Source: an optimization exercise on an open RTL-to-GDS flow (aim: small area and a short achievable clock period). Production flows keep margins and buffers that such runs may drop.
Only simulation tests tie the RTL to the original design; equivalence was not proved.

--- config.mk ---
export PLATFORM = sky130hd
export DESIGN_NAME = md_unit
export DESIGN_NICKNAME = md_unit
export VERILOG_FILES = /design/flow/design.v
export SDC_FILE = /design/flow/constraint.sdc
export NUM_CORES = 4
export LEC_CHECK = 0
export ABC_AREA = 1
export CAP_MARGIN = 20
export CORE_MARGIN = 2
export CORE_UTILIZATION = 40
export SLEW_MARGIN = 20
--- constraint.sdc ---
create_clock -name core_clock -period 125.0 [get_ports {clk}]
set_input_delay 25.0000 -clock core_clock [delete_from_list [all_inputs] [get_ports {clk}]]
set_output_delay 25.0000 -clock core_clock [all_outputs]
set_load 0.01 [all_outputs]
--- design.v ---
package mdu_pkg;
  localparam int CNT_W = 4;
  localparam int MULT_CYCLES_DEF = 5;
  localparam int DIV_CYCLES_DEF = 10;
  localparam logic [3:0] MD_NOP   = 4'd0;
  localparam logic [3:0] MD_MULT  = 4'd1;
  localparam logic [3:0] MD_MULTU = 4'd2;
  localparam logic [3:0] MD_DIV   = 4'd3;
  localparam logic [3:0] MD_DIVU  = 4'd4;
  localparam logic [3:0] MD_MTHI  = 4'd5;
  localparam logic [3:0] MD_MTLO  = 4'd6;
  localparam logic [3:0] MD_MADD  = 4'd7;
  localparam logic [3:0] MD_MADDU = 4'd8;
  localparam logic [3:0] MD_MSUB  = 4'd9;
  localparam logic [3:0] MD_MSUBU = 4'd10;
endpackage
  function automatic logic is_madd_op(input logic [3:0] op);
    is_madd_op = 1'b0;
  endfunction
  function automatic logic is_mul_op(input logic [3:0] op);
    is_mul_op = op == mdu_pkg::MD_MULT || op == mdu_pkg::MD_MULTU || is_madd_op(op);
  endfunction
  function automatic logic is_div_op(input logic [3:0] op);
    is_div_op = op == mdu_pkg::MD_DIV || op == mdu_pkg::MD_DIVU;
  endfunction
  function automatic logic is_signed_op(input logic [3:0] op);
    is_signed_op = op == mdu_pkg::MD_MULT || op == mdu_pkg::MD_DIV ||
                   op == mdu_pkg::MD_MADD || op == mdu_pkg::MD_MSUB;
  endfunction
module md_rip #(
  parameter int N = 8
) (
  input  logic [N-1:0] x,
  input  logic [N-1:0] y,
  input  logic         ci,
  output logic [N-1:0] s,
  output logic         co
);
  logic [N:0] c;
  assign c[0] = ci;
  genvar j;
  generate
    for (j = 0; j < N; j++) begin : g_bit
      assign s[j]   = x[j] ^ y[j] ^ c[j];
      assign c[j+1] = (x[j] & y[j]) | (x[j] & c[j]) | (y[j] & c[j]);
    end
  endgenerate
  assign co = c[N];
endmodule
module md_add #(
  parameter int N = 35,
  parameter int L = 5
) (
  input  logic [N-1:0] x,
  input  logic [N-1:0] y,
  input  logic         ci,
  output logic [N-1:0] s
);
  localparam int K = (N + L - 1) / L;
  logic [K:0] c;
  assign c[0] = ci;
  genvar k, j;
  generate
    for (k = 0; k < K; k++) begin : g_seg
      localparam int LO = k * L;
      localparam int HI = ((k + 1) * L > N) ? N : (k + 1) * L;
      localparam int W = HI - LO;
      if (k == 0) begin : g_first
        md_rip #(.N(W)) u_rip (.x(x[HI-1:LO]), .y(y[HI-1:LO]), .ci(c[0]), .s(s[HI-1:LO]), .co(c[1]));
      end else begin : g_inc
        logic [W-1:0] s0;
        logic         c0;
        logic [W:0]   t;
        md_rip #(.N(W)) u_rip (.x(x[HI-1:LO]), .y(y[HI-1:LO]), .ci(1'b0), .s(s0), .co(c0));
        assign t[0] = 1'b1;
        for (j = 0; j < W; j++) begin : g_bit
          assign t[j+1]   = t[j] & s0[j];
          assign s[LO+j]  = s0[j] ^ (c[k] & t[j]);
        end
        assign c[k+1] = c0 | (c[k] & t[W]);
      end
    end
  endgenerate
endmodule
module md_row (
  input  logic [34:0] x,
  input  logic [32:0] b33,
  input  logic        nz,
  input  logic        m,
  input  logic        neg,
  output logic [34:0] s
);
  logic [34:0] sel;
  logic        s0, s1;
  assign s0  = nz & !m;
  assign s1  = nz & m;
  assign sel = ({{2{b33[32]}}, b33} & {35{s0}}) | ({b33[32], b33, 1'b0} & {35{s1}});
  md_add #(.N(35), .L(6)) u_add (.x(x), .y(sel ^ {35{neg}}), .ci(neg), .s(s));
endmodule
module md_stage #(
  parameter bit FIRST = 0
) (
  input  logic        mulm,
  input  logic        last,
  input  logic        bneg,
  input  logic        nbit,
  input  logic [2:0]  dig,
  input  logic [32:0] b33,
  input  logic [34:0] pin,
  output logic [34:0] s,
  output logic        q
);
  logic [34:0] x;
  logic        nz, m, neg;
  assign x   = FIRST ? pin : ({{2{pin[34]}}, pin[34:2]} & {35{mulm}}) | ({pin[33:0], nbit} & {35{!mulm}});
  assign nz  = mulm ? !(dig == 3'b000 || dig == 3'b111) : 1'b1;
  assign m   = mulm ? (dig == 3'b011 || dig == 3'b100) : FIRST & last;
  assign neg = mulm ? dig[2] : !pin[34] ^ bneg;
  md_row u_row (.x(x), .b33(b33), .nz(nz), .m(m), .neg(neg), .s(s));
  assign q = !s[34] ^ bneg;
endmodule
module md_unit #(
  parameter int MULT_CYCLES = mdu_pkg::MULT_CYCLES_DEF,
  parameter int DIV_CYCLES  = mdu_pkg::DIV_CYCLES_DEF
) (
  input  logic        clk,
  input  logic        reset_n,
  input  logic        start,
  input  logic [3:0]  op,
  input  logic [31:0] a,
  input  logic [31:0] b,
  output logic        busy,
  output logic [31:0] hi,
  output logic [31:0] lo
);
  function automatic logic is_madd_op(input logic [3:0] op);
    is_madd_op = 1'b0;
  endfunction
  function automatic logic is_mul_op(input logic [3:0] op);
    is_mul_op = op == mdu_pkg::MD_MULT || op == mdu_pkg::MD_MULTU || is_madd_op(op);
  endfunction
  function automatic logic is_div_op(input logic [3:0] op);
    is_div_op = op == mdu_pkg::MD_DIV || op == mdu_pkg::MD_DIVU;
  endfunction
  function automatic logic is_signed_op(input logic [3:0] op);
    is_signed_op = op == mdu_pkg::MD_MULT || op == mdu_pkg::MD_DIV ||
                   op == mdu_pkg::MD_MADD || op == mdu_pkg::MD_MSUB;
  endfunction
  logic [mdu_pkg::CNT_W-1:0] cnt;
  logic        run;       
  logic        idle;
  logic        mulm;      
  logic        bneg;      
  logic        aneg;      
  logic [31:0] dreg;      
  logic [35:0] whi;       
  logic [31:0] wlo;       
  logic [2:0]  ext;       
  logic        mprev;     
  logic        last;
  logic        qneg;
  logic [32:0] b33;
  logic [34:0] s1, s2, s3, s4;
  logic [4:1]  q;
  logic [2:0]  dig1;
  logic        ctl_last;
  logic        rneg_fin;
  logic        c;
  logic [31:0] rpos;
  logic [31:0] rfin;
  logic        inc;
  logic [31:0] lres;
  logic [31:0] hres;
  logic        dz;
  logic        commit;
  logic        go;
  logic        sel_mthi, sel_mtlo;
  assign run  = !idle;
  assign last = cnt == mdu_pkg::CNT_W'(1);
  assign qneg = aneg ^ bneg;
  assign b33  = {bneg, dreg};
  assign ctl_last = last;
  assign dig1 = (mulm & last) ? {aneg, aneg, mprev} : {wlo[1], wlo[0], mprev};
  md_stage #(.FIRST(1)) u_st1 (.mulm(mulm), .last(ctl_last), .bneg(bneg),
    .nbit(1'b0), .dig(dig1), .b33(b33), .pin({whi[35], whi[35:2]}), .s(s1), .q(q[1]));
  md_stage #(.FIRST(0)) u_st2 (.mulm(mulm), .last(ctl_last), .bneg(bneg),
    .nbit(ext[2]), .dig(wlo[3:1]), .b33(b33), .pin(s1), .s(s2), .q(q[2]));
  md_stage #(.FIRST(0)) u_st3 (.mulm(mulm), .last(ctl_last), .bneg(bneg),
    .nbit(ext[1]), .dig(wlo[5:3]), .b33(b33), .pin(s2), .s(s3), .q(q[3]));
  md_stage #(.FIRST(0)) u_st4 (.mulm(mulm), .last(ctl_last), .bneg(bneg),
    .nbit(ext[0]), .dig(wlo[7:5]), .b33(b33), .pin(s3), .s(s4), .q(q[4]));
  assign rneg_fin = whi[35];
  assign c    = rneg_fin ? s1[34:1] == 34'd0 : whi[35:3] == 33'd0;
  assign rpos = (rneg_fin ^ aneg) ? s1[32:1] : whi[34:3];
  assign rfin = rpos & {32{!(aneg & c)}};
  assign inc  = !mulm & (qneg ^ (aneg & c));
  assign lres = wlo + {31'd0, inc};
  assign hres = mulm ? s1[31:0] : rfin;
  assign dz   = dreg == 32'd0;
  assign commit = run & last & (mulm | !dz);
  assign go = start & !run;
  assign sel_mthi = go && op == mdu_pkg::MD_MTHI;
  assign sel_mtlo = go && op == mdu_pkg::MD_MTLO;
  always_ff @(posedge clk or negedge reset_n) begin
    if (!reset_n) begin
      cnt  <= '0;
      busy <= 1'b0;
      idle <= 1'b1;
      hi   <= '0;
      lo   <= '0;
    end else begin
      if (run) begin
        cnt <= cnt - mdu_pkg::CNT_W'(1);
        if (last) begin
          busy <= 1'b0;
          idle <= 1'b1;
        end
      end else if (start && (is_mul_op(op) || is_div_op(op))) begin
        cnt  <= (op[1] ^ op[0]) ? mdu_pkg::CNT_W'(MULT_CYCLES) : mdu_pkg::CNT_W'(DIV_CYCLES);
        busy <= 1'b1;
        idle <= 1'b0;
      end
      hi <= (a & {32{sel_mthi}}) | (hres & {32{commit}}) | (hi & {32{!sel_mthi && !commit}});
      lo <= (a & {32{sel_mtlo}}) | (lres & {32{commit}}) | (lo & {32{!sel_mtlo && !commit}});
    end
  end
  always_ff @(posedge clk) begin
    if (!run) begin
      mulm  <= op[1] ^ op[0];
      bneg  <= op[0] & b[31];
      aneg  <= op[0] & a[31];
      dreg  <= b;
      whi   <= {36{op[1] & op[0] & a[31]}};
      wlo   <= a;
      mprev <= 1'b0;
    end else begin
      whi   <= mulm ? {s4[34], s4} : {s4[32:0], wlo[31], 2'b00};
      wlo   <= mulm ? {s4[1:0], s3[1:0], s2[1:0], s1[1:0], wlo[31:8]}
                    : {wlo[27:0], q[1], q[2], q[3], q[4]};
      mprev <= wlo[7];
    end
    ext <= run ? wlo[30:28] : {3{op[1] & op[0] & a[31]}};
  end
endmodule
--- flow/run.sh ---
#!/bin/bash
# Standard layout, with plain buffers on the ports; timing repair also works on paths with less
# than 98.8 ns of slack (the input port paths), which set the achieved period.
set -euo pipefail
bash standard.sh BUFFER_PORTS_ARGS="-buffer_cell sky130_fd_sc_hd__buf_1" SETUP_SLACK_MARGIN=98.8 CTS_ARGS="-sink_clustering_enable -repair_clock_nets -dont_use_dummy_load -root_buf sky130_fd_sc_hd__clkbuf_16 -buf_list sky130_fd_sc_hd__clkbuf_8" finish > make_finish.log 2>&1
--- standard.sh ---
#!/bin/bash
# synth_recipe.tcl (not shown) runs the flow's synth.tcl, then flattens the netlist and writes it again
# the make line also repeats each setting of config.mk as NAME=value (left out here)
make -C /OpenROAD-flow-scripts/flow DESIGN_CONFIG=/design/flow/config.mk WORK_HOME=/design/flow/orfs CLKGATE_MAP_FILE= SYNTH_SCRIPT=/design/flow/synth_recipe.tcl "${@:-finish}"
==> summary.txt, run 1 <==
Routing
  – Routed vias: 16297
  – Total iterations of the first detailed-routing run: 5
  – Iteration-0 DRC Markers: 1735
  – WL/cell: ~20 um
  – Via-to-Cell Ratio: 5.67
  – Remaining antenna violation count: 0
  – Drt drc: 0
  – Final WL: about 57000 um

Timing
  – Max frequency: roughly 38 MHz
  – Slew Viols, Final: 0
  – RSZ-0062 raised after global routing: no
  – Final period util: 20.9%
  – Hold Fails Final Rpt: 0
  – Count of final setup violators: 0
  – Max-slew headroom: 28.5%
  – Fin Setup TNS: 0 ns
  – Post-route setup slack: 98.93 ns
  – Fin crit period: 26.07 ns
  – Worst Tran Pin Value: between 1 and 1.5 ns
  – Worst-case clock skew: 0.0229 ns

Critical path
  – Crit end category: register
  – Setup Crit Path Kind: in2reg
  – Worst EP required: 125.30 ns
  – Critical Path AT: 26.37 ns
  – Critical Path Fanout Max: 32
  – Element type at the critical path start: input pin

Floorplan
  – Die Height: 211 um
  – Die W: around 210 um
  – Full die area: 44700 sq um
  – Initial core utilization: between 40% and 50%
  – Io pins: about 140
  – Std cell rows: 75
  – Core region area: between 40000 and 50000 sq um

Placement
  – Placed Instances: 2848
  – Post-place setup slack: between 90 and 100 ns
  – Dpl hpwl: 42700 um
  – Gpl congestion: 0.936
  – Port Buffers: 135

Yosys
  – Mapped Cells: 2274
  – Async SR Flop Fraction: 40.0%
  – Yosys Warn Count: 1
  – Unique masters post-synth: 51
  – Leading area contributor after synthesis: fa_1
  – Post-synthesis sequential area ratio: 24.5%
  – Synthesized area: 17200 sq um
  – Seq cells post-synth: 175
  – Largest cells by area after synthesis: fa_1 13%, dfrtp_1 10%, nand2_1 8.4%, dfxtp_1 8.1%, o21ai_0 7.7%
  – Most frequent cell after synthesis: nand2_1
  – Share of the synthesized area in the top cell type: 13.0%
  – Synth top cells by count: 386 x nand2_1, 266 x o21ai_0, 254 x inv_1
  – Synth Net Count: 2505
  – Main synth FF type: dfxtp_1
  – Number of flops mapped to enable cells by yosys: 35
  – Avg Inst Size Synth: ~7.6 sq um

Finish
  – Post-route insts no fill: 2873
  – Share of cells above drive strength 1: under 10%
  – Fin nets: 2567
  – Area grow syn2layout: 7.18%
  – Fillers: 4356
  – Number of diodes: 0

Global route
  – Vias in the first global route: 15717
  – Global Route Usage Sum: about a quarter
  – Pin count of the biggest net entering global routing: 155
  – First-pass GRT wire length: approximately 90000 um
  – Grt ovf: 0
  – Initial antenna violation count: 1

Clock tree
  – H-tree levels: 4
  – TritonCTS buffer count: 17
  – CTS sink cnt: 175
  – Root Driver: clkbuf_16
  – Clock Path Buffers: 2
  – CTS clk-pin slew, worst paths: around 0.09 ns
  – Clk Latency, worst-skew pair: 0.45 ns
  – CTS tree: built

Run
  – Max Cap Viol: 0

Hold path
  – Hold Path Class: reg2reg

Status
  – Status: no timing/DRC/antenna violations
-- layout make-up --
| class | instances | area [sq um] | share of cell area, % |
|---|---|---|---|
| Multi-Input combinational cell | 1685 | 11400 | 62.0 |
| Sequential cell | 175 | 4210 | 22.8 |
| Inverter | 290 | 1100 | 5.97 |
| Timing Repair Buffer | 165 | 758 | 4.11 |
| Tap cell | 539 | 674 | 3.66 |
| Clock buffer | 17 | 245 | 1.33 |
| Timing Repair inverter | 2 | 15.0 | 0.0815 |
-- kinds of logic after synthesis --
kind of cell | synth area share [%]
simple gates | 21.7
compound gates | 18.6
buf+inv | 9.26
xor+xnor | 9.37
flops | 24.5
fa+ha+maj | 16.5
mux | 0.0655
-- through the flow --
stage | hold slack (ns) | area, sq um | util (%)
2_1_floorplan | 0.465 | 17200 | -
3_3_place_gp | 0.475 | 18100 | 42.8
3_5_place_dp | 0.478 | 18100 | 42.8
4_1_cts | 0.502 | 18400 | 43.6
5_1_grt | 0.529 | 18400 | 43.6
6_report | 0.498 | 18400 | 43.6
-- critical path: stages --
cell      delay, ns
buf_1          0.13
inv_1          0.10
ha_1           0.14
inv_1          0.07
nor3_4         0.35
nor2_2         0.07
buf_4          0.25
nand2_1        0.11
o221ai_1       0.12
-- layer usage --
layer	up-vias	wire length, um	GRT usage [%]
li1	7722	-	-
met1	7812	25500	36.5
met2	662	26100	41.6
met3	99	3920	4.15
met4	2	1800	10.2
met5	-	13	0
-- path summary, 6_finish.rpt --
kind                               from     end  slack, ns  cells past startpoint
worst max-delay path              op[0]  lo[27]      98.93                      9
worst min-delay path             lo[18]  lo[18]       0.50                      2
worst max register to register     mulm  wlo[0]     100.79                    136
worst min register to register   lo[18]  lo[18]       0.50                      2
max in group asynchronous       reset_n  hi[27]      99.63                      2
min in group asynchronous       reset_n  lo[24]      24.78                      2
-- state kept, by name, indices dropped and copies added (netlist names) --
name / flops
aneg: 1
bneg: 1
busy: 1
cnt: 4
dreg: 32
ext: 3
hi: 32
idle: 1
lo: 32
mprev: 1
mulm: 1
whi: 34
wlo: 32
-- placed cells by master, fill, tap and decap left out, types with 69 or more instances in the layout --
master   synthesis  layout
o21ai_0        266     266
xor2_1         127     127
fa_1           112     112
nand2_1        386     385
nor2_1         140     138
o22ai_1        128     128
nand3_1        104     104
dfrtp_1         69      69
dfxtp_1         70      70
a21oi_1         69      69
buf_1           10     134
inv_1          254     251
-- repair_timing --
item | in CTS | in global routing
endpoints found under the setup margin | 61 | 40
hold buffers | 0 | 0
gates resized for setup | 8 | 0
cloned | 2 | 0
pin swaps | 0 | 2
buffers inserted | 5 | 1
==> run 2, diff against run 1 <==
--- a/design.v
+++ b/design.v
@@ -168,7 +168,5 @@
   logic        c;
-  logic [31:0] rpos;
-  logic [31:0] rfin;
+  logic        kill, h_a, h_mul, h_s1, h_whi, h_hold, l_a, l_hold;
   logic        inc;
   logic [31:0] lres;
-  logic [31:0] hres;
   logic        dz;
@@ -193,7 +191,12 @@
   assign c    = rneg_fin ? s1[34:1] == 34'd0 : whi[35:3] == 33'd0;
-  assign rpos = (rneg_fin ^ aneg) ? s1[32:1] : whi[34:3];
-  assign rfin = rpos & {32{!(aneg & c)}};
   assign inc  = !mulm & (qneg ^ (aneg & c));
   assign lres = wlo + {31'd0, inc};
-  assign hres = mulm ? s1[31:0] : rfin;
+  assign kill     = aneg & c;
+  assign h_a      = sel_mthi;
+  assign h_mul    = commit & mulm;
+  assign h_s1     = commit & !mulm & (rneg_fin ^ aneg) & !kill;
+  assign h_whi    = commit & !mulm & !(rneg_fin ^ aneg) & !kill;
+  assign h_hold   = !sel_mthi & !commit;
+  assign l_a      = sel_mtlo;
+  assign l_hold   = !sel_mtlo & !commit;
   assign dz   = dreg == 32'd0;
@@ -222,4 +225,5 @@
       end
-      hi <= (a & {32{sel_mthi}}) | (hres & {32{commit}}) | (hi & {32{!sel_mthi && !commit}});
-      lo <= (a & {32{sel_mtlo}}) | (lres & {32{commit}}) | (lo & {32{!sel_mtlo && !commit}});
+      hi <= (a & {32{h_a}}) | (s1[31:0] & {32{h_mul}}) | (s1[32:1] & {32{h_s1}}) |
+            (whi[34:3] & {32{h_whi}}) | (hi & {32{h_hold}});
+      lo <= (a & {32{l_a}}) | (lres & {32{commit}}) | (lo & {32{l_hold}});
     end
==> flow/run.sh (replaced) <==
#!/bin/bash
# Standard layout, with plain buffers on the ports; timing repair also works on paths with less
# than 98.8 ns of slack (the input port paths), which set the achieved period.
set -euo pipefail
bash standard.sh BUFFER_PORTS_ARGS="-buffer_cell sky130_fd_sc_hd__buf_1" SETUP_SLACK_MARGIN=98.8 CTS_ARGS="-sink_clustering_enable -repair_clock_nets -dont_use_dummy_load -root_buf sky130_fd_sc_hd__clkbuf_16 -buf_list sky130_fd_sc_hd__clkbuf_8 -sink_clustering_size 10" finish > make_finish.log 2>&1
==> run 2 against run 1 <==
Against the previous run:
- worst hold slack got worse by 0.0068 ns
- cell count down 0.77%
- worst setup slack got worse by 0.033 ns
- via count down 0.90%
- sequential cell count unchanged
- clock skew rose by 0.033 ns
- utilization rose by 0.44 points
- non-clock buffer count did not move
- synthesized area decreased by 2.7%
- die area decreased by 2.6%
- critical path type unchanged
==> summary.txt, run 2 <==
Status
  – Status: no timing/DRC/antenna violations

Timing
  – Max-slew headroom: 35.3% (+6.8 points)
  – Fin Setup TNS: 0 ns (unchanged)
  – Final period util: 20.9% (+0.026 points)
  – Worst-case clock skew: 0.0561 ns (+0.0332 ns)
  – RSZ-0062 raised after global routing: yes
  – Slew Viols, Final: 0 (unchanged)
  – Worst Tran Pin Value: 0.971 ns (-0.101 ns)
  – Hold Fails Final Rpt: 0 (unchanged)
  – Max frequency: 38.3 MHz (-0.13%)
  – Fin crit period: 26.11 ns (+0.0331 ns)
  – Count of final setup violators: 0 (unchanged)

Placement
  – Dpl hpwl: 46300 um (+8.3%)
  – Placed Instances: 2824 (-0.84%)
  – Gpl congestion: 0.947 (+1.1%)
  – Port Buffers: 135 (unchanged)

Critical path
  – Critical Path Max Stage Delay: 0.38 ns (+0.03 ns)
  – Element type at the critical path start: input pin
  – CP top delay family: simple AND/OR/NAND/NOR gates
  – Worst EP required: 125.39 ns (+0.09 ns)
  – Critical Path Fanout Max: 17 (-47%)
  – Setup Crit Path Kind: in2reg
  – Crit-path slowest cell: nor2_4
  – Critical path cell sequence: buf_1, inv_2, ha_2, inv_1, nor2_2, nand2_4, inv_8, nor2_4, nand2_1, o221ai_1, a221o_1
  – Crit end category: register
  – Critical Path AT: 26.50 ns (+0.13 ns)
  – Buffer and inverter count on the worst path: 4 (unchanged)

Yosys
  – Synth Net Count: 2481 (-0.96%)
  – Yosys Warn Count: 1 (unchanged)
  – Unique masters post-synth: 50 (-2.0%)
  – Async SR Flop Fraction: 40.0% (unchanged)
  – Seq cells post-synth: 175 (unchanged)
  – Share of the synthesized area in the top cell type: 13.4% (+0.36 points)
  – Leading area contributor after synthesis: fa_1
  – Synthesized area: 16700 sq um (-2.7%)
  – Largest cells by area after synthesis: fa_1 13%, nand2_1 10%, dfrtp_1 10%, dfxtp_1 8.4%, edfxtp_1 6.3%
  – Number of flops mapped to enable cells by yosys: 35 (unchanged)
  – Post-synthesis sequential area ratio: 25.1% (+0.67 points)
  – Avg Inst Size Synth: 7.44 sq um (-1.6%)
  – Mapped Cells: 2250 (-1.1%)
  – Most frequent cell after synthesis: nand2_1
  – Synth top cells by count: 468 x nand2_1, 260 x inv_1, 207 x o21ai_0
  – Main synth FF type: dfxtp_1

Global route
  – Initial antenna violation count: 0 (-1)
  – First-pass GRT wire length: 93000 um (+2.9%)
  – Vias in the first global route: 15485 (-1.5%)
  – Grt ovf: 0 (unchanged)
  – Pin count of the biggest net entering global routing: 116 (-25%)
  – Global Route Usage Sum: 27.7% (+1.3 points)

Floorplan
  – Initial core utilization: 40.7% (about the same)
  – Die W: 209 um (-1.3%)
  – Full die area: 43500 sq um (-2.6%)
  – Die Height: 209 um (-1.3%)
  – Core region area: 41100 sq um (-2.6%)
  – Std cell rows: 74 (-1.3%)
  – Io pins: 136 (unchanged)

Routing
  – Final WL: 60100 um (+4.9%)
  – WL/cell: 21.1 um (+5.7%)
  – Total iterations of the first detailed-routing run: 6 (+1)
  – Drt drc: 0 (unchanged)
  – Routed vias: 16150 (-0.90%)
  – Iteration-0 DRC Markers: 1411 (-19%)
  – Via-to-Cell Ratio: 5.66 (-0.14%)
  – Remaining antenna violation count: 0 (unchanged)

Finish
  – Area grow syn2layout: 8.27%
  – Fin nets: 2552 (-0.58%)
  – Share of cells above drive strength 1: 4.83% (-2.1 points)
  – Largest register by flop count: whi
  – Fillers: 4310 (-1.1%)
  – Number of flip-flops in the largest register: 34 (unchanged)
  – Most frequent cells in the layout: 465 x nand2_1, 256 x inv_1, 207 x o21ai_0
  – Post-route insts no fill: 2851 (-0.77%)
  – Number of diodes: 0 (unchanged)
  – Commonest non-fill, non-tap cell in the layout: nand2_1

Run
  – Max Cap Viol: 0 (unchanged)

Clock tree
  – TritonCTS buffer count: 17 (unchanged)
  – H-tree levels: 4 (unchanged)
  – Hold-fix buffers, CTS: 0 (unchanged)
  – CTS tree: built
  – CTS clk-pin slew, worst paths: 0.12 ns (+0.03 ns)
  – Clk Latency, worst-skew pair: 0.44 ns (about the same)
  – Root Driver: clkbuf_16
  – CTS sink cnt: 175 (unchanged)
  – Clock Path Buffers: 2 (unchanged)

Hold path
  – Hold Path Class: reg2reg
run 2: per-layer routing:
| metal | vias up | wire [um] | track usage, % |
|---|---|---|---|
| met5 | - | 0 | 0 |
| met4 | 0 | 1600 | 7.86 |
| met3 | 72 | 3820 | 4.20 |
| met2 | 571 | 27700 | 45.0 |
| met1 | 7832 | 27100 | 38.4 |
| li1 | 7675 | - | - |
run 2: area by class of cell:
type | count | area, sq um | share of cell area [%]
Inverter | 295 | 1130 | 6.24
Clock buffer | 17 | 245 | 1.35
Timing Repair inverter | 1 | 7.51 | 0.0414
Multi-Input combinational cell | 1666 | 11100 | 61.1
Tap cell | 532 | 666 | 3.67
Timing Repair Buffer | 165 | 798 | 4.40
Sequential cell | 175 | 4210 | 23.2
run 2: worst paths after layout:
check / start / end / slack, ns / cells after the start
setup reg to reg: cnt[1] / wlo[0] / 100.99 / 136
setup / recovery: op[1] / hi[6] / 98.89 / 11
max in group asynchronous: reset_n / hi[10] / 99.64 / 1
min in group asynchronous: reset_n / cnt[3] / 24.70 / 1
hold / removal: lo[0] / lo[0] / 0.49 / 2
hold reg to reg: lo[0] / lo[0] / 0.49 / 2
run 2: stage by stage:
step	hold WS [ns]	util [%]	setup slack [ns]	area, sq um
floorplan	0.433	-	98.79	16800
global placement	0.475	43.0	97.89	17700
detailed placement	0.471	43.0	97.84	17700
CTS	0.492	43.9	98.86	18000
global route	0.520	44.1	98.73	18100
finish	0.491	44.1	98.89	18100
run 2: cells by family after synthesis:
family	count (synthesis)	synth area share [%]
buffers and inverters	411	9.41
XOR/XNOR	177	9.26
multiplexers	1	0.0598
AND/OR/NAND/NOR	815	21.1
flip-flops	175	25.1
adder cells (fa/ha/maj)	160	17.0
AO/OA/AOI/OAI	511	18.1
run 2: worst register-to-register path, delay by kind of cell (launching register included):
family	cells	cell delay (ns)
AO/OA/AOI/OAI	8	1.45
XOR/XNOR	3	0.61
adder cells (fa/ha/maj)	23	9.37
buffers and inverters	15	1.69
flip-flops	1	0.38
AND/OR/NAND/NOR	87	10.44
run 2: what timing repair did:
action | in CTS | in global routing
gates resized for setup | 9 | 21
buffers inserted | 6 | 1
endpoints found under the setup margin | 64 | 31
gates cloned | 3 | 0
pin swaps | 4 | 1
==> run 3, diff against run 2 <==
==> flow/run.sh (replaced) <==
#!/bin/bash
# Standard layout, with plain buffers on the ports; timing repair also works on paths with less
# than 98.8 ns of slack (the input port paths), which set the achieved period.
set -euo pipefail
bash standard.sh BUFFER_PORTS_ARGS="-buffer_cell sky130_fd_sc_hd__buf_1" SETUP_SLACK_MARGIN=98.8 CTS_ARGS="-sink_clustering_enable -repair_clock_nets -dont_use_dummy_load -root_buf sky130_fd_sc_hd__clkbuf_16 -buf_list sky130_fd_sc_hd__clkbuf_8 -sink_clustering_max_diameter 40 -sink_clustering_size 10" finish > make_finish.log 2>&1
==> run 3 against run 2 <==
Against the previous run:
- worst setup slack did not move
- worst hold slack did not move
- largest cell class unchanged
- clock skew unchanged
- clock-buffer cell count stayed put
- critical endpoint unchanged
- global-route usage is the same
- non-clock buffer count is the same
- via count unchanged
- highest routed layer unchanged
==> summary.txt, run 3 <==
Finish
  – Post-route insts no fill: 2851 (unchanged)
  – Number of flip-flops in the largest register: 34 (unchanged)
  – Area grow syn2layout: 8.27% (unchanged)
  – Largest register by flop count: whi
  – Most frequent cells in the layout: 465 x nand2_1, 256 x inv_1, 207 x o21ai_0
  – Fin nets: 2552 (unchanged)
  – Commonest non-fill, non-tap cell in the layout: nand2_1
  – Share of cells above drive strength 1: 4.83% (unchanged)
  – Number of diodes: 0 (unchanged)

Floorplan
  – Io pins: 136 (unchanged)
  – Initial core utilization: 40.7% (unchanged)
  – Die W: 209 um (unchanged)
  – Die Height: 209 um (unchanged)
  – Core region area: 41100 sq um (unchanged)
  – Std cell rows: 74 (unchanged)
  – Full die area: 43500 sq um (unchanged)

Clock tree
  – Clock Path Buffers: 2 (unchanged)
  – TritonCTS buffer count: 17 (unchanged)
  – Clk Latency, worst-skew pair: 0.44 ns (about the same)
  – H-tree levels: 4 (unchanged)
  – CTS tree: built
  – CTS clk-pin slew, worst paths: 0.12 ns (about the same)
  – CTS sink cnt: 175 (unchanged)
  – Root Driver: clkbuf_16
  – Hold-fix buffers, CTS: 0 (unchanged)

Critical path
  – Critical Path Max Stage Delay: 0.38 ns (about the same)
  – Buffer and inverter count on the worst path: 4 (unchanged)
  – Setup Crit Path Kind: in2reg
  – CP top delay family: simple AND/OR/NAND/NOR gates
  – Worst EP required: 125.39 ns (about the same)
  – Crit end category: register
  – Critical Path AT: 26.50 ns (about the same)
  – Crit-path slowest cell: nor2_4
  – Critical path cell sequence: buf_1, inv_2, ha_2, inv_1, nor2_2, nand2_4, inv_8, nor2_4, nand2_1, o221ai_1, a221o_1
  – Element type at the critical path start: input pin
  – Critical Path Fanout Max: 17 (unchanged)

Hold path
  – Hold Path Class: reg2reg

Placement
  – Placed Instances: 2824 (unchanged)
  – Gpl congestion: 0.947 (unchanged)
  – Post-place setup slack: 97.84 ns (unchanged)
  – Port Buffers: 135 (unchanged)
  – Dpl hpwl: 46300 um (unchanged)

Routing
  – Remaining antenna violation count: 0 (unchanged)
  – Total iterations of the first detailed-routing run: 6 (unchanged)
  – WL/cell: 21.1 um (unchanged)
  – Iteration-0 DRC Markers: 1411 (unchanged)
  – Drt drc: 0 (unchanged)
  – Final WL: 60100 um (unchanged)
  – Routed vias: 16150 (unchanged)
  – Via-to-Cell Ratio: 5.66 (unchanged)

Timing
  – Max-slew headroom: 35.3% (unchanged)
  – RSZ-0062 raised after global routing: yes
  – Fin Setup TNS: 0 ns (unchanged)
  – Post-route setup slack: 98.89 ns (unchanged)
  – Slew Viols, Final: 0 (unchanged)
  – Hold Fails Final Rpt: 0 (unchanged)
  – Worst-case clock skew: 0.0561 ns (unchanged)
  – Max frequency: 38.3 MHz (unchanged)
  – Count of final setup violators: 0 (unchanged)
  – Fin crit period: 26.11 ns (unchanged)
  – Hold_ws: 0.491 ns (unchanged)
  – Worst Tran Pin Value: 0.971 ns (unchanged)
  – Final period util: 20.9% (unchanged)

Yosys
  – Largest cells by area after synthesis: fa_1 13%, nand2_1 10%, dfrtp_1 10%, dfxtp_1 8.4%, edfxtp_1 6.3%
  – Mapped Cells: 2250 (unchanged)
  – Unique masters post-synth: 50 (unchanged)
  – Yosys Warn Count: 1 (unchanged)
  – Synth Net Count: 2481 (unchanged)
  – Main synth FF type: dfxtp_1
  – Number of flops mapped to enable cells by yosys: 35 (unchanged)
  – Share of the synthesized area in the top cell type: 13.4% (unchanged)
  – Post-synthesis sequential area ratio: 25.1% (unchanged)
  – Seq cells post-synth: 175 (unchanged)
  – Most frequent cell after synthesis: nand2_1
  – Leading area contributor after synthesis: fa_1
  – Synthesized area: 16700 sq um (unchanged)
  – Avg Inst Size Synth: 7.44 sq um (unchanged)
  – Async SR Flop Fraction: 40.0% (unchanged)
  – Synth top cells by count: 468 x nand2_1, 260 x inv_1, 207 x o21ai_0

Global route
  – Global Route Usage Sum: 27.7% (unchanged)
  – Initial antenna violation count: 0 (unchanged)
  – Vias in the first global route: 15485 (unchanged)
  – First-pass GRT wire length: 93000 um (unchanged)
  – Grt ovf: 0 (unchanged)
  – Pin count of the biggest net entering global routing: 116 (unchanged)

Run
  – Max Cap Viol: 0 (unchanged)

Status
  – Status: no timing/DRC/antenna violations
==> run 3: cell counts after synthesis <==
No cell type changed its count.
==> run 3: worst reg2reg max path: cells and delay by family, from the launching register on <==
kind | cells | cell delay [ns]
AND/OR/NAND/NOR | 87 | 10.44
adder cells (fa/ha/maj) | 23 | 9.37
flip-flops | 1 | 0.38
AO/OA/AOI/OAI | 8 | 1.45
XOR/XNOR | 3 | 0.61
buffers and inverters | 15 | 1.69
==> run 3: timing repair <==
item                                    CTS  global route
endpoints found under the setup margin   64            31
cloned                                    3             0
hold endpoints to repair                  0             0
pin swaps                                 4             1
setup buffers                             6             1
gates resized for setup                   9            21
==> run 3: per-layer routing <==
metal / up-vias / wire length [um] / track usage, %
met4: 0 / 1600 / 7.86
met1: 7832 / 27100 / 38.4
met3: 72 / 3820 / 4.20
li1: 7675 / - / -
met5: - / 0 / 0
met2: 571 / 27700 / 45.0
==> run 3: cell type report <==
type                            count  area, sq um
Sequential cell                   175         4210
Multi-Input combinational cell   1666        11100
Clock buffer                       17          245
Timing Repair Buffer              165          798
Fill cell                        4310        23000
Inverter                          295         1130
Timing Repair inverter              1         7.51
Tap cell                          532          666
==> run 3: final timing paths <==
| path | startpoint | to | slack (ns) | cells past startpoint |
|---|---|---|---|---|
| min in group asynchronous | reset_n | cnt[3] | 24.70 | 1 |
| worst max register to register | cnt[1] | wlo[0] | 100.99 | 136 |
| worst min-delay path | lo[0] | lo[0] | 0.49 | 2 |
| worst max-delay path | op[1] | hi[6] | 98.89 | 11 |
| max in group asynchronous | reset_n | hi[10] | 99.64 | 1 |
| worst min register to register | lo[0] | lo[0] | 0.49 | 2 |
==> run 3: cell families (layout without fill, tap and decap cells) <==
family                     after synthesis  in the layout  synth area share, %
and+or+nand+nor                        815            817                 21.1
AOI/OAI and AO/OA                      511            511                 18.1
buffers and inverters                  411            478                 9.41
xor gates and xnor gates               177            177                 9.26
DFF                                    175            175                 25.1
adders and majority gates              160            160                 17.0
muxes                                    1              1               0.0598
==> run 3: through the flow <==
| stage | utilization, % | instance area [sq um] |
|---|---|---|
| finish | 44.1 | 18100 |
| floorplan | - | 16800 |
| detailed placement | 43.0 | 17700 |
| global route | 44.1 | 18100 |
| CTS | 43.9 | 18000 |
| global placement | 43.0 | 17700 |
==> run 4, diff against run 3 <==
==> flow/run.sh (replaced) <==
#!/bin/bash
# Standard layout, with plain buffers on the ports; timing repair also works on paths with less
# than 98.8 ns of slack (the input port paths), which set the achieved period.
set -euo pipefail
bash standard.sh BUFFER_PORTS_ARGS="-buffer_cell sky130_fd_sc_hd__buf_1" SETUP_SLACK_MARGIN=98.8 CTS_ARGS="-sink_clustering_enable -repair_clock_nets -dont_use_dummy_load -root_buf sky130_fd_sc_hd__clkbuf_16 -buf_list sky130_fd_sc_hd__clkbuf_8 -sink_clustering_max_diameter 60" finish > make_finish.log 2>&1
==> run 4 against run 3 <==
Against the previous run:
- first-iteration DRC count did not move
- via count did not move
- wire length did not move
- final area did not move
- global-route usage did not move
- non-clock buffer count did not move
- worst setup slack did not move
- largest cell class unchanged
- highest routed layer unchanged
==> summary.txt, run 4 <==
Status
  – Status: no timing/DRC/antenna violations

Yosys
  – Number of flops mapped to enable cells by yosys: 35 (unchanged)
  – Share of the synthesized area in the top cell type: 13.4% (unchanged)
  – Synthesized area: 16700 sq um (unchanged)
  – Yosys Warn Count: 1 (unchanged)
  – Unique masters post-synth: 50 (unchanged)
  – Mux cell area share after synthesis: 0.0598% (unchanged)
  – Post-synthesis sequential area ratio: 25.1% (unchanged)
  – Largest cells by area after synthesis: fa_1 13%, nand2_1 10%, dfrtp_1 10%, dfxtp_1 8.4%, edfxtp_1 6.3%
  – Mapped Cells: 2250 (unchanged)
  – Xor and xnor area share after synthesis: 9.26% (unchanged)
  – Adder-Cell Fraction of Synth Area: 17.0% (unchanged)
  – Synth Net Count: 2481 (unchanged)
  – Simple logic cell fraction of the synthesized area: 21.1% (unchanged)
  – Leading area contributor after synthesis: fa_1
  – Seq cells post-synth: 175 (unchanged)
  – Async SR Flop Fraction: 40.0% (unchanged)
  – Compound-Gate Fraction of Synth Area: 18.1% (unchanged)
  – Synth top cells by count: 468 x nand2_1, 260 x inv_1, 207 x o21ai_0
  – Avg Inst Size Synth: 7.44 sq um (unchanged)
  – Main synth FF type: dfxtp_1
  – Most frequent cell after synthesis: nand2_1
  – Main combinational cell family by area after synthesis: simple AND/OR/NAND/NOR gates

Critical path
  – Worst reg2reg path startpoint: cnt[1]
  – Critical Path AT: 26.50 ns (about the same)
  – CP top delay family: simple AND/OR/NAND/NOR gates
  – Buffer and inverter count on the worst path: 4 (unchanged)
  – Crit end category: register
  – Crit-path slowest cell: nor2_4
  – Setup Crit Path Kind: in2reg
  – Critical Path Fanout Max: 17 (unchanged)
  – Reg-to-reg endpoint: wlo[0]
  – Critical path cell sequence: buf_1, inv_2, ha_2, inv_1, nor2_2, nand2_4, inv_8, nor2_4, nand2_1, o221ai_1, a221o_1
  – Critical Path Max Stage Delay: 0.38 ns (about the same)
  – R2R cell count: 136 (unchanged)
  – Worst EP required: 125.39 ns (about the same)
  – Flop-to-flop setup slack: 100.99 ns (about the same)
  – Element type at the critical path start: input pin

Timing
  – Worst-case clock skew: 0.0561 ns (unchanged)
  – Final period util: 20.9% (unchanged)
  – Post-route setup slack: 98.89 ns (unchanged)
  – Worst Tran Pin Value: 0.971 ns (unchanged)
  – Slew Viols, Final: 0 (unchanged)
  – RSZ-0062 raised after global routing: yes
  – Fin crit period: 26.11 ns (unchanged)
  – Hold Fails Final Rpt: 0 (unchanged)
  – Count of final setup violators: 0 (unchanged)
  – Max-slew headroom: 35.3% (unchanged)
  – Max frequency: 38.3 MHz (unchanged)
  – Fin Setup TNS: 0 ns (unchanged)

Global route
  – Pin count of the biggest net entering global routing: 116 (unchanged)
  – Initial antenna violation count: 0 (unchanged)
  – Global Route Usage Sum: 27.7% (unchanged)
  – First-pass GRT wire length: 93000 um (unchanged)
  – Grt ovf: 0 (unchanged)
  – Vias in the first global route: 15485 (unchanged)

Hold path
  – Hold Path Depth: 2 (unchanged)
  – Worst Hold End: lo[0]
  – Hold Path Class: reg2reg
  – Worst hold start: lo[0]

Clock tree
  – Root Driver: clkbuf_16
  – Clk Latency, worst-skew pair: 0.44 ns (about the same)
  – CTS tree: built
  – Clock Path Buffers: 2 (unchanged)
  – Hold-fix buffers, CTS: 0 (unchanged)
  – CTS sink cnt: 175 (unchanged)
  – TritonCTS buffer count: 17 (unchanged)
  – CTS clk-pin slew, worst paths: 0.12 ns (about the same)
  – H-tree levels: 4 (unchanged)

Placement
  – Post-place setup slack: 97.84 ns (unchanged)
  – Gpl congestion: 0.947 (unchanged)
  – Dpl hpwl: 46300 um (unchanged)
  – Placed Instances: 2824 (unchanged)
  – Port Buffers: 135 (unchanged)

Floorplan
  – Initial core utilization: 40.7% (unchanged)
  – Die W: 209 um (unchanged)
  – Core region area: 41100 sq um (unchanged)
  – Full die area: 43500 sq um (unchanged)
  – Std cell rows: 74 (unchanged)
  – Die Height: 209 um (unchanged)
  – Io pins: 136 (unchanged)

Finish
  – Share of cells above drive strength 1: 4.83% (unchanged)
  – Largest register by flop count: whi
  – Number of flip-flops in the largest register: 34 (unchanged)
  – Post-route insts no fill: 2851 (unchanged)
  – Commonest non-fill, non-tap cell in the layout: nand2_1
  – Fin nets: 2552 (unchanged)
  – Final design utilization: 44.1% (unchanged)
  – Area grow syn2layout: 8.27% (unchanged)
  – Most frequent cells in the layout: 465 x nand2_1, 256 x inv_1, 207 x o21ai_0
  – Number of diodes: 0 (unchanged)

Routing
  – WL/cell: 21.1 um (unchanged)
  – Remaining antenna violation count: 0 (unchanged)
  – Via-to-Cell Ratio: 5.66 (unchanged)
  – Iteration-0 DRC Markers: 1411 (unchanged)
  – Final WL: 60100 um (unchanged)
  – Drt drc: 0 (unchanged)
  – Total iterations of the first detailed-routing run: 6 (unchanged)
  – Routed vias: 16150 (unchanged)

Run
  – Max Cap Viol: 0 (unchanged)
==> run 4: cell counts in the layout (fill, tap and decap cells not counted) <==
Identical to the previous run, type by type.
==> run 4: worst max path at each step <==
stage,from,end,slack [ns],cells after the start
6_report,op[1],hi[6],98.89,11
5_1_grt,cnt[1],wlo[0],98.73,136
4_1_cts,op[1],hi[22],98.86,10
3_5_place_dp,op[1],hi[6],97.84,11
3_3_place_gp,op[1],hi[6],97.89,11
2_1_floorplan,op[1],hi[16],98.79,10
==> run 4: per-stage QoR <==
stage,hold WS (ns),area (sq um)
global route,0.520,18100
global placement,0.475,17700
floorplan,0.433,16800
finish,0.491,18100
CTS,0.492,18000
detailed placement,0.471,17700
==> run 4: layout make-up <==
type                       instances  area (sq um)
timing repair inverter             1          7.51
tap                              532           666
sequential                       175          4210
fill                            4310         23000
multi-input combinational       1666         11100
clock buffer                      17           245
inverter                         295          1130
timing repair buffer             165           798
==> run 4: cells by family (layout without fill, tap and decap cells) <==
kind of cell             Yosys count  after routing
AO/OA/AOI/OAI                    511            511
XOR/XNOR                         177            177
adder cells (fa/ha/maj)          160            160
buffers and inverters            411            478
flip-flops                       175            175
multiplexers                       1              1
AND/OR/NAND/NOR                  815            817
==> run 4: repair_timing <==
item                                    CTS  global route
setup buffers                             6             1
pin swaps                                 4             1
endpoints found under the hold margin     0             0
gates cloned                              3             0
endpoints found under the setup margin   64            31
gates resized for setup                   9            21
==> run 4: worst reg2reg max path: cells and delay by family (launching register included) <==
| kind | cells | cell delay [ns] |
|---|---|---|
| buffers and inverters | 15 | 1.69 |
| adder cells (fa/ha/maj) | 23 | 9.37 |
| flip-flops | 1 | 0.38 |
| AO/OA/AOI/OAI | 8 | 1.45 |
| AND/OR/NAND/NOR | 87 | 10.44 |
| XOR/XNOR | 3 | 0.61 |
==> run 4: per-layer routing <==
| layer | GRT usage, % | share of wire (%) | routed length [um] | up-vias |
|---|---|---|---|---|
| met5 | 0 | 0 | 0 | - |
| met1 | 38.4 | 45 | 27100 | 7832 |
| li1 | - | - | - | 7675 |
| met3 | 4.20 | 6.3 | 3820 | 72 |
| met4 | 7.86 | 2.7 | 1600 | 0 |
| met2 | 45.0 | 46 | 27700 | 571 |
==> run 5, diff against run 4 <==
==> flow/run.sh (replaced) <==
#!/bin/bash
# Standard layout, with plain buffers on the ports; timing repair also works on paths with less
# than 98.8 ns of slack (the input port paths), which set the achieved period.
set -euo pipefail
bash standard.sh BUFFER_PORTS_ARGS="-buffer_cell sky130_fd_sc_hd__buf_1" SETUP_SLACK_MARGIN=98.8 CTS_ARGS="-sink_clustering_enable -repair_clock_nets -dont_use_dummy_load -root_buf sky130_fd_sc_hd__clkbuf_16 -buf_list sky130_fd_sc_hd__clkbuf_8 -sink_buffer_max_cap_derate 0.002" finish > make_finish.log 2>&1
==> run 5 against run 4 <==
Against the previous run:
- global-route usage is the same
- via count did not move
- non-clock buffer count did not move
- cell count unchanged
- sequential cell count unchanged
- clock-buffer cell count unchanged
- critical path depth unchanged
- still clean on timing, DRC and antenna
- clock skew unchanged
- wire length did not move
- worst setup slack unchanged
==> summary.txt, run 5 <==
Timing
  – Fin Setup TNS: 0 ns (unchanged)
  – Worst Tran Pin Value: 0.971 ns (unchanged)
  – Final period util: 20.9% (unchanged)
  – RSZ-0062 raised after global routing: yes
  – Hold_ws: 0.491 ns (unchanged)
  – Max-slew headroom: 35.3% (unchanged)
  – Count of final setup violators: 0 (unchanged)
  – Hold Fails Final Rpt: 0 (unchanged)
  – Fin crit period: 26.11 ns (unchanged)
  – Max frequency: 38.3 MHz (unchanged)
  – Worst-case clock skew: 0.0561 ns (unchanged)
  – Slew Viols, Final: 0 (unchanged)

Yosys
  – Synthesized area: 16700 sq um (unchanged)
  – Mapped Cells: 2250 (unchanged)
  – Synth Net Count: 2481 (unchanged)
  – Unique masters post-synth: 50 (unchanged)
  – Share of the synthesized area in the top cell type: 13.4% (unchanged)
  – Yosys Warn Count: 1 (unchanged)
  – Main synth FF type: dfxtp_1
  – Post-synthesis sequential area ratio: 25.1% (unchanged)
  – Number of flops mapped to enable cells by yosys: 35 (unchanged)
  – Leading area contributor after synthesis: fa_1
  – Synth top cells by count: 468 x nand2_1, 260 x inv_1, 207 x o21ai_0
  – Largest cells by area after synthesis: fa_1 13%, nand2_1 10%, dfrtp_1 10%, dfxtp_1 8.4%, edfxtp_1 6.3%
  – Most frequent cell after synthesis: nand2_1
  – Async SR Flop Fraction: 40.0% (unchanged)
  – Avg Inst Size Synth: 7.44 sq um (unchanged)
  – Seq cells post-synth: 175 (unchanged)

Routing
  – Via-to-Cell Ratio: 5.66 (unchanged)
  – WL/cell: 21.1 um (unchanged)
  – Total iterations of the first detailed-routing run: 6 (unchanged)
  – Drt drc: 0 (unchanged)
  – Final WL: 60100 um (unchanged)
  – Routed vias: 16150 (unchanged)
  – Iteration-0 DRC Markers: 1411 (unchanged)
  – Remaining antenna violation count: 0 (unchanged)

Global route
  – Initial antenna violation count: 0 (unchanged)
  – Grt ovf: 0 (unchanged)
  – First-pass GRT wire length: 93000 um (unchanged)
  – Pin count of the biggest net entering global routing: 116 (unchanged)
  – Vias in the first global route: 15485 (unchanged)
  – Global Route Usage Sum: 27.7% (unchanged)

Clock tree
  – TritonCTS buffer count: 17 (unchanged)
  – Hold-fix buffers, CTS: 0 (unchanged)
  – Clk Latency, worst-skew pair: 0.44 ns (about the same)
  – Root Driver: clkbuf_16
  – CTS clk-pin slew, worst paths: 0.12 ns (about the same)
  – H-tree levels: 4 (unchanged)
  – Clock Path Buffers: 2 (unchanged)
  – CTS sink cnt: 175 (unchanged)
  – CTS tree: built

Hold path
  – Worst hold start: lo[0]
  – Worst Hold End: lo[0]
  – Hold Path Depth: 2 (unchanged)
  – Hold Path Class: reg2reg

Critical path
  – Flop-to-flop setup slack: 100.99 ns (about the same)
  – Reg-to-reg endpoint: wlo[0]
  – Setup Crit Path Kind: in2reg
  – Critical Path Fanout Max: 17 (unchanged)
  – Crit end category: register
  – Element type at the critical path start: input pin
  – Critical Path AT: 26.50 ns (about the same)
  – R2R cell count: 136 (unchanged)
  – Worst reg2reg path startpoint: cnt[1]
  – Worst EP required: 125.39 ns (about the same)

Placement
  – Placed inst area: 17700 sq um (unchanged)
  – Dpl hpwl: 46300 um (unchanged)
  – Port Buffers: 135 (unchanged)
  – Placed Instances: 2824 (unchanged)
  – Gpl congestion: 0.947 (unchanged)

Finish
  – Largest register by flop count: whi
  – Fin nets: 2552 (unchanged)
  – Post-route insts no fill: 2851 (unchanged)
  – Share of cells above drive strength 1: 4.83% (unchanged)
  – Area grow syn2layout: 8.27% (unchanged)
  – Number of flip-flops in the largest register: 34 (unchanged)
  – Post-route cell area: 18100 sq um (unchanged)
  – Most frequent cells in the layout: 465 x nand2_1, 256 x inv_1, 207 x o21ai_0
  – Commonest non-fill, non-tap cell in the layout: nand2_1
  – Number of diodes: 0 (unchanged)

Floorplan
  – Full die area: 43500 sq um (unchanged)
  – Die W: 209 um (unchanged)
  – Die Height: 209 um (unchanged)
  – Io pins: 136 (unchanged)
  – Core region area: 41100 sq um (unchanged)
  – Std cell rows: 74 (unchanged)
  – Initial core utilization: 40.7% (unchanged)

Run
  – Max Cap Viol: 0 (unchanged)

Status
  – Status: no timing/DRC/antenna violations
[run 5: cell counts after synthesis]
Identical to the previous run, type by type.
[run 5: worst max path at each step]
stage / start / depth (start not counted) / endpoint
after detailed placement: op[1] / 11 / hi[6]
after CTS: op[1] / 10 / hi[22]
after global placement: op[1] / 11 / hi[6]
after global routing: cnt[1] / 136 / wlo[0]
after floorplan: op[1] / 10 / hi[16]
final: op[1] / 11 / hi[6]
[run 5: cells by family after synthesis]
| family | after synthesis | synth area share (%) |
|---|---|---|
| AND/OR/NAND/NOR | 815 | 21.1 |
| AO/OA/AOI/OAI | 511 | 18.1 |
| buffers and inverters | 411 | 9.41 |
| XOR/XNOR | 177 | 9.26 |
| flip-flops | 175 | 25.1 |
| adder cells (fa/ha/maj) | 160 | 17.0 |
| multiplexers | 1 | 0.0598 |
[run 5: layer usage]
| layer | global-route usage [%] | routed length [um] | part of all wire, % |
|---|---|---|---|
| met1 | 38.4 | 27100 | 45 |
| met2 | 45.0 | 27700 | 46 |
| met3 | 4.20 | 3820 | 6.3 |
| met4 | 7.86 | 1600 | 2.7 |
| met5 | 0 | 0 | 0 |
[run 5: stage by stage]
step,setup slack (ns),utilization [%]
floorplan,98.79,-
global placement,97.89,43.0
detailed placement,97.84,43.0
CTS,98.86,43.9
global route,98.73,44.1
finish,98.89,44.1
[run 5: cell type report]
type / instances / area [sq um]
clock buffers: 17 / 245
fillers: 4310 / 23000
inverters: 295 / 1130
multi-input cells: 1666 / 11100
well taps: 532 / 666
flip-flops and latches: 175 / 4210
repair buffers: 165 / 798
repair inverters: 1 / 7.51
[run 5: what timing repair did]
item                       4_1_cts  5_1_grt
setup buffers                    6        1
setup endpoints to repair       64       31
pin swaps                        4        1
gates resized for setup          9       21
gates cloned                     3        0
[run 5: worst max-delay path, cell delays in order]
cell	delay, ns
buf_1	0.16
inv_2	0.06
ha_2	0.18
inv_1	0.06
nor2_2	0.04
nand2_4	0.14
inv_8	0.09
nor2_4	0.38
nand2_1	0.12
o221ai_1	0.10
a221o_1	0.15
==> run 6, diff against run 5 <==
==> flow/run.sh (replaced) <==
#!/bin/bash
# Standard layout, with plain buffers on the ports; timing repair also works on paths with less
# than 98.8 ns of slack (the input port paths), which set the achieved period.
set -euo pipefail
bash standard.sh BUFFER_PORTS_ARGS="-buffer_cell sky130_fd_sc_hd__buf_1" SETUP_SLACK_MARGIN=98.8 CTS_ARGS="-sink_clustering_enable -repair_clock_nets -dont_use_dummy_load -root_buf sky130_fd_sc_hd__clkbuf_16 -buf_list sky130_fd_sc_hd__clkbuf_8 -sink_buffer_max_cap_derate 0.5" finish > make_finish.log 2>&1
==> run 6 against run 5 <==
Against the previous run:
- still clean
- clock-buffer cell count is the same
- fmax is the same
- sequential cell count is the same
- cell count is the same
- via count is the same
- sequential share of layout area is the same
- clock skew is the same
- worst setup slack is the same
- synthesized cell count is the same
==> summary.txt, run 6 <==
Status
  – Status: no timing/DRC/antenna violations

Timing
  – Worst-case clock skew: 0.0561 ns (unchanged)
  – Max frequency: 38.3 MHz (unchanged)
  – Hold Fails Final Rpt: 0 (unchanged)
  – Count of final setup violators: 0 (unchanged)
  – Max-slew headroom: 35.3% (unchanged)
  – Post-route setup slack: 98.89 ns (unchanged)
  – RSZ-0062 raised after global routing: yes
  – Worst Tran Pin Value: 0.971 ns (unchanged)
  – Slew Viols, Final: 0 (unchanged)
  – Fin crit period: 26.11 ns (unchanged)
  – Fin Setup TNS: 0 ns (unchanged)
  – Final period util: 20.9% (unchanged)

Placement
  – Dpl hpwl: 46300 um (unchanged)
  – Post-place setup slack: 97.84 ns (unchanged)
  – Port Buffers: 135 (unchanged)
  – Placed Instances: 2824 (unchanged)
  – Gpl congestion: 0.947 (unchanged)

Floorplan
  – Initial core utilization: 40.7% (unchanged)
  – Core region area: 41100 sq um (unchanged)
  – Die W: 209 um (unchanged)
  – Std cell rows: 74 (unchanged)
  – Full die area: 43500 sq um (unchanged)
  – Die Height: 209 um (unchanged)
  – Io pins: 136 (unchanged)

Critical path
  – Levels on crit path: 11 (unchanged)
  – Crit-path slowest cell: nor2_4
  – Worst reg2reg path startpoint: cnt[1]
  – Reg-to-reg endpoint: wlo[0]
  – R2R cell count: 136 (unchanged)
  – Buffer and inverter count on the worst path: 4 (unchanged)
  – Flop-to-flop setup slack: 100.99 ns (about the same)
  – Critical path cell sequence: buf_1, inv_2, ha_2, inv_1, nor2_2, nand2_4, inv_8, nor2_4, nand2_1, o221ai_1, a221o_1
  – Element type at the critical path start: input pin
  – Worst EP required: 125.39 ns (about the same)
  – Critical Path Fanout Max: 17 (unchanged)
  – Crit end category: register
  – Critical Path AT: 26.50 ns (about the same)
  – Setup Crit Path Kind: in2reg
  – CP top delay family: simple AND/OR/NAND/NOR gates
  – Critical Path Max Stage Delay: 0.38 ns (about the same)

Clock tree
  – TritonCTS buffer count: 17 (unchanged)
  – CTS sink cnt: 175 (unchanged)
  – Clock Path Buffers: 2 (unchanged)
  – CTS clk-pin slew, worst paths: 0.12 ns (about the same)
  – Hold-fix buffers, CTS: 0 (unchanged)
  – H-tree levels: 4 (unchanged)
  – CTS tree: built
  – Root Driver: clkbuf_16
  – Clk Latency, worst-skew pair: 0.44 ns (about the same)

Yosys
  – Main synth FF type: dfxtp_1
  – Unique masters post-synth: 50 (unchanged)
  – Mapped Cells: 2250 (unchanged)
  – Yosys Warn Count: 1 (unchanged)
  – Avg Inst Size Synth: 7.44 sq um (unchanged)
  – Most frequent cell after synthesis: nand2_1
  – Leading area contributor after synthesis: fa_1
  – Seq cells post-synth: 175 (unchanged)
  – Share of the synthesized area in the top cell type: 13.4% (unchanged)
  – Async SR Flop Fraction: 40.0% (unchanged)
  – Synthesized area: 16700 sq um (unchanged)
  – Synth top cells by count: 468 x nand2_1, 260 x inv_1, 207 x o21ai_0
  – Largest cells by area after synthesis: fa_1 13%, nand2_1 10%, dfrtp_1 10%, dfxtp_1 8.4%, edfxtp_1 6.3%
  – Synth Net Count: 2481 (unchanged)
  – Post-synthesis sequential area ratio: 25.1% (unchanged)
  – Number of flops mapped to enable cells by yosys: 35 (unchanged)

Finish
  – Largest register by flop count: whi
  – Number of diodes: 0 (unchanged)
  – Fin nets: 2552 (unchanged)
  – Commonest non-fill, non-tap cell in the layout: nand2_1
  – Post-route insts no fill: 2851 (unchanged)
  – Most frequent cells in the layout: 465 x nand2_1, 256 x inv_1, 207 x o21ai_0
  – Share of cells above drive strength 1: 4.83% (unchanged)
  – Area grow syn2layout: 8.27% (unchanged)
  – Number of flip-flops in the largest register: 34 (unchanged)

Routing
  – WL/cell: 21.1 um (unchanged)
  – Final WL: 60100 um (unchanged)
  – Drt drc: 0 (unchanged)
  – Iteration-0 DRC Markers: 1411 (unchanged)
  – Via-to-Cell Ratio: 5.66 (unchanged)
  – Total iterations of the first detailed-routing run: 6 (unchanged)
  – Remaining antenna violation count: 0 (unchanged)
  – Routed vias: 16150 (unchanged)

Global route
  – Global Route Usage Sum: 27.7% (unchanged)
  – First-pass GRT wire length: 93000 um (unchanged)
  – Pin count of the biggest net entering global routing: 116 (unchanged)
  – Vias in the first global route: 15485 (unchanged)
  – Grt ovf: 0 (unchanged)
  – Initial antenna violation count: 0 (unchanged)

Hold path
  – Worst Hold End: lo[0]
  – Hold Path Class: reg2reg
  – Hold Path Depth: 2 (unchanged)
  – Worst hold start: lo[0]

Run
  – Max Cap Viol: 0 (unchanged)
-- run 6: metrics by stage --
stage	utilization (%)	instance area, sq um	hold WS (ns)
finish	44.1	18100	0.491
detailed placement	43.0	17700	0.471
CTS	43.9	18000	0.492
global placement	43.0	17700	0.475
global route	44.1	18100	0.520
floorplan	-	16800	0.433
-- run 6: cells by family (layout without fill, tap and decap cells) --
| family | after synthesis | after routing | share of synthesized area, % |
|---|---|---|---|
| and+or+nand+nor | 815 | 817 | 21.1 |
| AOI/OAI and AO/OA | 511 | 511 | 18.1 |
| buffers and inverters | 411 | 478 | 9.41 |
| xor gates and xnor gates | 177 | 177 | 9.26 |
| DFF | 175 | 175 | 25.1 |
| adders and majority gates | 160 | 160 | 17.0 |
| muxes | 1 | 1 | 0.0598 |
-- run 6: layout make-up --
cell class              instances  area [sq um]
fillers                      4310         23000
multi-input cells            1666         11100
flip-flops and latches        175          4210
inverters                     295          1130
repair buffers                165           798
well taps                     532           666
clock buffers                  17           245
repair inverters                1          7.51
-- run 6: worst register-to-register path, delay by kind of cell, from the launching register on --
kind            cells  cell delay (ns)
fa+ha+maj          23             9.37
xor+xnor            3             0.61
buf+inv            15             1.69
compound gates      8             1.45
flops               1             0.38
simple gates       87            10.44
-- run 6: repair_timing --
| item | CTS | global route |
|---|---|---|
| endpoints found under the setup margin | 64 | 31 |
| pin swaps | 4 | 1 |
| resized for setup | 9 | 21 |
| gates cloned | 3 | 0 |
| setup buffers | 6 | 1 |
-- run 6: worst max path at each step --
stage / end / startpoint / slack, ns
floorplan: hi[16] / op[1] / 98.79
global placement: hi[6] / op[1] / 97.89
detailed placement: hi[6] / op[1] / 97.84
CTS: hi[22] / op[1] / 98.86
global route: wlo[0] / cnt[1] / 98.73
finish: hi[6] / op[1] / 98.89
-- run 6: layer usage --
| layer | wire length (um) | vias up | global-route usage [%] | share of wire (%) |
|---|---|---|---|---|
| li1 | - | 7675 | - | - |
| met1 | 27100 | 7832 | 38.4 | 45 |
| met2 | 27700 | 571 | 45.0 | 46 |
| met3 | 3820 | 72 | 4.20 | 6.3 |
| met4 | 1600 | 0 | 7.86 | 2.7 |
| met5 | 0 | - | 0 | 0 |

==> afterwards: timing with drivers on the ports <==
The results above use ideal ports. As a check the final layouts listed here were re-extracted and re-timed, cells and wires unchanged.
Step 1 sets driving cells, clkbuf_16 on the clock port and buf_2 on the other inputs (assumed; they add their load-dependent delay and slew).
Step 2 moves the port delays by t, midway between the first and last clock arrival at a register: inputs arrive t later, outputs are due t later. That takes back most of the time a late clock gives input paths.
Three values: ideal ports, drivers, drivers and shift; two values: the first two.
run | shift t [ns] | setup slack, ns | hold WS [ns] | slew at the worst register clock pin (ns)
run 1 | 0.491 | 98.926 / 98.874 / 98.470 | 0.498 / 0.498 / 0.498 | 0.10 / 0.10
run 2 | 0.472 | 98.893 / 98.848 / 98.456 | 0.491 / 0.491 / 0.491 | 0.12 / 0.12
run 3 | 0.472 | 98.893 / 98.848 / 98.456 | 0.491 / 0.491 / 0.491 | 0.12 / 0.12
run 4 | 0.472 | 98.893 / 98.848 / 98.456 | 0.491 / 0.491 / 0.491 | 0.12 / 0.12
run 5 | 0.472 | 98.893 / 98.848 / 98.456 | 0.491 / 0.491 / 0.491 | 0.12 / 0.12
run 6 | 0.472 | 98.893 / 98.848 / 98.456 | 0.491 / 0.491 / 0.491 | 0.12 / 0.12
After both steps every run listed still meets setup and hold. The setup slack of run 1, which loses most, moves by -0.052 ns with the drivers and by -0.456 ns with both steps.
